Source: an optimization exercise on an open RTL-to-GDS flow (aim: a short achievable clock period and few clock cycles per item). Production flows keep margins and buffers that such runs may drop. Only simulation tests tie the RTL to the original design; equivalence was not proved. No activity file was given, so power comes from the tool's default toggle rates.

v6:
==> flow/design.v <==
package cpu_pkg;
  typedef logic [16-1:0]      word_t;        
  typedef logic [4-1:0]  reg_addr_t;    
  typedef logic [8-1:0] dmem_addr_t;   
  typedef logic [7-1:0] imem_addr_t;   
  typedef enum logic [3:0] {
    OP_NOOP  = 4'd0,
    OP_STORE = 4'd1,   
    OP_LOAD  = 4'd2,   
    OP_ADD   = 4'd3,
    OP_SUB   = 4'd4,
    OP_HALT  = 4'd5
  } opcode_t;
  typedef enum logic [3:0] {
    S_INIT   = 4'd0,
    S_FETCH  = 4'd1,
    S_DECODE = 4'd2,
    S_NOOP   = 4'd3,
    S_LOAD_A = 4'd4,   
    S_LOAD_B = 4'd5,   
    S_STORE  = 4'd6,
    S_ADD    = 4'd7,
    S_SUB    = 4'd8,
    S_HALT   = 4'd9
  } ctrl_state_t;
  typedef struct packed {
    logic       pc_clr;
    logic       pc_up;
    logic       ir_ld;
    dmem_addr_t d_addr;
    logic       d_wr;
    logic       rf_s;      
    reg_addr_t  w_addr;
    logic       w_wr;
    reg_addr_t  ra_addr;
    reg_addr_t  rb_addr;
    logic       alu_sub;   
  } ctrl_t;
endpackage
module controller
(
  input  logic  clk,
  input  logic  rst,
  input  logic  run,
  input  cpu_pkg::word_t ir,
  output cpu_pkg::ctrl_t ctrl,
  output logic  halted
);
  cpu_pkg::ctrl_state_t state;
  cpu_pkg::ctrl_state_t state_nxt;
  cpu_pkg::opcode_t     opcode;
  assign opcode = cpu_pkg::opcode_t'(ir[15:12]);
  assign halted = (state == cpu_pkg::S_HALT);
  always_ff @(posedge clk)
  begin
    if (rst)
    begin
      state <= cpu_pkg::S_INIT;
    end
    else
    begin
      state <= state_nxt;
    end
  end
  always_comb
  begin
    state_nxt = state;
    case (state)
      cpu_pkg::S_INIT:   state_nxt = run ? cpu_pkg::S_FETCH : cpu_pkg::S_INIT;
      cpu_pkg::S_FETCH:  state_nxt = cpu_pkg::S_DECODE;
      cpu_pkg::S_DECODE:
      begin
        case (opcode)
          cpu_pkg::OP_LOAD:  state_nxt = cpu_pkg::S_LOAD_B;
          cpu_pkg::OP_HALT:  state_nxt = cpu_pkg::S_HALT;
          default:  state_nxt = cpu_pkg::S_DECODE;
        endcase
      end
      cpu_pkg::S_LOAD_B: state_nxt = cpu_pkg::S_DECODE;
      cpu_pkg::S_HALT:   state_nxt = cpu_pkg::S_HALT;     
      default:  state_nxt = cpu_pkg::S_INIT;
    endcase
    if (!run)
    begin
      state_nxt = cpu_pkg::S_INIT;
    end
  end
  always_comb
  begin
    ctrl = '0;
    if (state != cpu_pkg::S_INIT && state != cpu_pkg::S_FETCH && state != cpu_pkg::S_HALT)
    begin
      ctrl.d_addr  = ir[11:4];
      ctrl.w_addr  = ir[3:0];
      ctrl.rb_addr = ir[7:4];
      ctrl.ra_addr = (opcode == cpu_pkg::OP_STORE) ? ir[3:0] : ir[11:8];   
    end
    case (state)
      cpu_pkg::S_INIT:   ctrl.pc_clr = 1'b1;
      cpu_pkg::S_FETCH:
      begin
        ctrl.ir_ld = 1'b1;
        ctrl.pc_up = 1'b1;
      end
      cpu_pkg::S_DECODE:
      begin
        case (opcode)
          cpu_pkg::OP_STORE: ctrl.d_wr = 1'b1;
          cpu_pkg::OP_ADD:   ctrl.w_wr = 1'b1;
          cpu_pkg::OP_SUB:
          begin
            ctrl.alu_sub = 1'b1;
            ctrl.w_wr    = 1'b1;
          end
          default:  ctrl.w_wr = 1'b0;
        endcase
        if (opcode != cpu_pkg::OP_LOAD && opcode != cpu_pkg::OP_HALT)
        begin
          ctrl.ir_ld = 1'b1;
          ctrl.pc_up = 1'b1;
        end
      end
      cpu_pkg::S_LOAD_B:
      begin
        ctrl.rf_s  = 1'b1;   
        ctrl.w_wr  = 1'b1;
        ctrl.ir_ld = 1'b1;
        ctrl.pc_up = 1'b1;
      end
      default:  ctrl.w_wr = 1'b0;   
    endcase
  end
endmodule
module instruction_fetch
(
  input  logic       clk,
  input  logic       rst,
  input  cpu_pkg::ctrl_t      ctrl,
  input  logic       run,
  input  logic       host_we,
  input  cpu_pkg::imem_addr_t host_addr,
  input  cpu_pkg::word_t      host_wdata,
  output cpu_pkg::word_t      ir
);
  cpu_pkg::word_t      imem [(1 << 7)];
  cpu_pkg::imem_addr_t pc;
  always_ff @(posedge clk)
  begin
    if (!run && host_we)
    begin
      imem[host_addr] <= host_wdata;
    end
  end
  always_ff @(posedge clk)
  begin
    if (rst || ctrl.pc_clr)
    begin
      pc <= '0;
    end
    else if (ctrl.pc_up)
    begin
      pc <= pc + cpu_pkg::imem_addr_t'(1);   
    end
  end
  always_ff @(posedge clk)
  begin
    if (ctrl.ir_ld)
    begin
      ir <= imem[pc];   
    end
  end
endmodule
module datapath
(
  input  logic  clk,
  input  logic  rst,
  input  cpu_pkg::ctrl_t ctrl,
  input  cpu_pkg::word_t mem_rdata,
  output cpu_pkg::word_t store_data
);
  cpu_pkg::word_t rf [(1 << 4)];
  cpu_pkg::word_t ra_data;
  cpu_pkg::word_t rb_data;
  cpu_pkg::word_t alu_y;
  cpu_pkg::word_t wb_data;
  assign ra_data = rf[ctrl.ra_addr];
  assign rb_data = rf[ctrl.rb_addr];
  always_comb
  begin
    if (ctrl.alu_sub)
    begin
      alu_y = ra_data - rb_data;
    end
    else
    begin
      alu_y = ra_data + rb_data;
    end
  end
  assign wb_data = ctrl.rf_s ? mem_rdata : alu_y;   
  always_ff @(posedge clk)
  begin
    if (rst)
    begin
      for (int i = 0; i < (1 << 4); i++)
      begin
        rf[i] <= '0;
      end
    end
    else if (ctrl.w_wr)
    begin
      rf[ctrl.w_addr] <= wb_data;
    end
  end
  assign store_data = ra_data;   
endmodule
module data_memory
(
  input  logic       clk,
  input  logic       run,
  input  cpu_pkg::ctrl_t      ctrl,
  input  cpu_pkg::word_t      wdata,
  output cpu_pkg::word_t      rdata,
  input  logic       host_we,
  input  cpu_pkg::dmem_addr_t host_addr,
  input  cpu_pkg::word_t      host_wdata,
  output cpu_pkg::word_t      host_rdata
);
  cpu_pkg::word_t mem [(1 << 8)];
  always_ff @(posedge clk)
  begin
    if (ctrl.d_wr)
    begin
      mem[ctrl.d_addr] <= wdata;   
    end
    else if (!run && host_we)
    begin
      mem[host_addr] <= host_wdata;   
    end
  end
  always_ff @(posedge clk)
  begin
    rdata      <= mem[ctrl.d_addr];
    host_rdata <= mem[host_addr];
  end
endmodule
module cpu_top
(
  input  logic       clk,
  input  logic       rst,
  input  logic       run,
  input  logic       host_imem_we,
  input  logic       host_dmem_we,
  input  cpu_pkg::dmem_addr_t host_addr,
  input  cpu_pkg::word_t      host_wdata,
  output cpu_pkg::word_t      host_rdata,
  output logic       halted
);
  cpu_pkg::ctrl_t ctrl;
  cpu_pkg::word_t ir;
  cpu_pkg::word_t store_data;
  cpu_pkg::word_t mem_rdata;
  controller u_controller (
    .clk    (clk),
    .rst    (rst),
    .run    (run),
    .ir     (ir),
    .ctrl   (ctrl),
    .halted (halted)
  );
  instruction_fetch u_fetch (
    .clk        (clk),
    .rst        (rst),
    .ctrl       (ctrl),
    .run        (run),
    .host_we    (host_imem_we),
    .host_addr  (host_addr[7-1:0]),   
    .host_wdata (host_wdata),
    .ir         (ir)
  );
  datapath u_datapath (
    .clk        (clk),
    .rst        (rst),
    .ctrl       (ctrl),
    .mem_rdata  (mem_rdata),
    .store_data (store_data)
  );
  data_memory u_dmem (
    .clk        (clk),
    .run        (run),
    .ctrl       (ctrl),
    .wdata      (store_data),
    .rdata      (mem_rdata),
    .host_we    (host_dmem_we),
    .host_addr  (host_addr),
    .host_wdata (host_wdata),
    .host_rdata (host_rdata)
  );
endmodule
Settings: LEC_CHECK=0, CAP_MARGIN=20, CELL_PAD_IN_SITES_DETAIL_PLACEMENT=1, CELL_PAD_IN_SITES_GLOBAL_PLACEMENT=2, CORE_MARGIN=2, CORE_UTILIZATION=25, PLACE_DENSITY=0.4, SLEW_MARGIN=20, SYNTH_MEMORY_MAX_BITS=8192; clock period 8.0 ns.
run.sh (not shown) runs the stock make flow with config.mk's settings and CLKGATE_MAP_FILE= SYNTH_SCRIPT=/design/flow/synth_recipe.tcl, a recipe that flattens the netlist after the stock synthesis.
Testbench counts of v6, summed over its fixed seeds: cycles 8,190, instructions 6,397.
The inputs of v7 differ from those of v6 as listed below.
-- flow/design.v --
<<< v6, line 72
      begin
        case (opcode)
          cpu_pkg::OP_LOAD:  state_nxt = cpu_pkg::S_LOAD_B;
          cpu_pkg::OP_HALT:  state_nxt = cpu_pkg::S_HALT;
          default:  state_nxt = cpu_pkg::S_DECODE;
        endcase
      end
      cpu_pkg::S_LOAD_B: state_nxt = cpu_pkg::S_DECODE;
      cpu_pkg::S_HALT:   state_nxt = cpu_pkg::S_HALT;     
      default:  state_nxt = cpu_pkg::S_INIT;
>>> v7, line 72
      begin
        case (opcode)
          cpu_pkg::OP_STORE: state_nxt = cpu_pkg::S_STORE;
          cpu_pkg::OP_LOAD:  state_nxt = cpu_pkg::S_LOAD_A;
          cpu_pkg::OP_ADD:   state_nxt = cpu_pkg::S_ADD;
          cpu_pkg::OP_SUB:   state_nxt = cpu_pkg::S_SUB;
          cpu_pkg::OP_HALT:  state_nxt = cpu_pkg::S_HALT;
          default:  state_nxt = cpu_pkg::S_NOOP;   
        endcase
      end
      cpu_pkg::S_LOAD_A: state_nxt = cpu_pkg::S_LOAD_B;
      cpu_pkg::S_NOOP,
      cpu_pkg::S_LOAD_B,
      cpu_pkg::S_STORE,
      cpu_pkg::S_ADD,
      cpu_pkg::S_SUB:    state_nxt = cpu_pkg::S_FETCH;
      cpu_pkg::S_HALT:   state_nxt = cpu_pkg::S_HALT;     
      default:  state_nxt = cpu_pkg::S_INIT;
<<< v6, line 103
        ctrl.pc_up = 1'b1;
      end
      cpu_pkg::S_DECODE:
      begin
        case (opcode)
          cpu_pkg::OP_STORE: ctrl.d_wr = 1'b1;
          cpu_pkg::OP_ADD:   ctrl.w_wr = 1'b1;
          cpu_pkg::OP_SUB:
          begin
            ctrl.alu_sub = 1'b1;
            ctrl.w_wr    = 1'b1;
          end
          default:  ctrl.w_wr = 1'b0;
        endcase
        if (opcode != cpu_pkg::OP_LOAD && opcode != cpu_pkg::OP_HALT)
        begin
          ctrl.ir_ld = 1'b1;
          ctrl.pc_up = 1'b1;
        end
      end
      cpu_pkg::S_LOAD_B:
      begin
        ctrl.rf_s  = 1'b1;   
        ctrl.w_wr  = 1'b1;
        ctrl.ir_ld = 1'b1;
        ctrl.pc_up = 1'b1;
      end
      default:  ctrl.w_wr = 1'b0;   
>>> v7, line 111
        ctrl.pc_up = 1'b1;
      end
      cpu_pkg::S_STORE:  ctrl.d_wr = 1'b1;
      cpu_pkg::S_LOAD_B:
      begin
        ctrl.rf_s = 1'b1;   
        ctrl.w_wr = 1'b1;
      end
      cpu_pkg::S_ADD:    ctrl.w_wr = 1'b1;
      cpu_pkg::S_SUB:
      begin
        ctrl.alu_sub = 1'b1;
        ctrl.w_wr    = 1'b1;
      end
      default:  ctrl.w_wr = 1'b0;   
Findings:
- Detailed route wirelength on metal2, v7 and v6: smaller value in v6
- Hold path depth on v7 is down relative to v6.
- In the flow results for v7 and v6, the combinational share of power is smaller on v6.
- Sort v7 and v6 by minimum setup slack after placement, descending, and v7 comes first.
- v7 against v6: worst path setup slack after routing shows an increase of 85 ps; post-detailed-routing wire length moved up.
- The higher relative area change from synthesis to final layout came out of v6.
- In v7, the slew at the pin with the worst max-slew slack came out 15 ps below the value in v6.
- Critical path startpoint: u_controller.state[3] -> v6, u_controller.state[1] -> v7
- On post-route cell area, the higher figure sits with v7, not v6.
Testbench counts of v7, summed over its fixed seeds: cycles 20,792, instructions 6,397.

==> port drivers added, routing unchanged <==
Ports are ideal in the flow. The routed layouts listed here were re-timed in OpenROAD.
Step 1: set_driving_cell puts a clkbuf_16 on clk and a buf_2 on each other input, an assumption about the parent block.
Step 2 moves the port delays by t, midway between the first and last clock arrival at a register: inputs arrive t later, outputs are due t later. That takes back most of the time a late clock gives input paths.
Slacks: ideal / step 1 / step 2; pairs: ideal / step 1.
run | shift t [ns] | setup WS [ns] | worst setup path at the end
v6 | 1.349 | 0.300 / 0.300 / 0.300 | register to register
v7 | 1.333 | 0.385 / 0.385 / 0.385 | register to register
After both steps setup and hold are still met in every run listed.
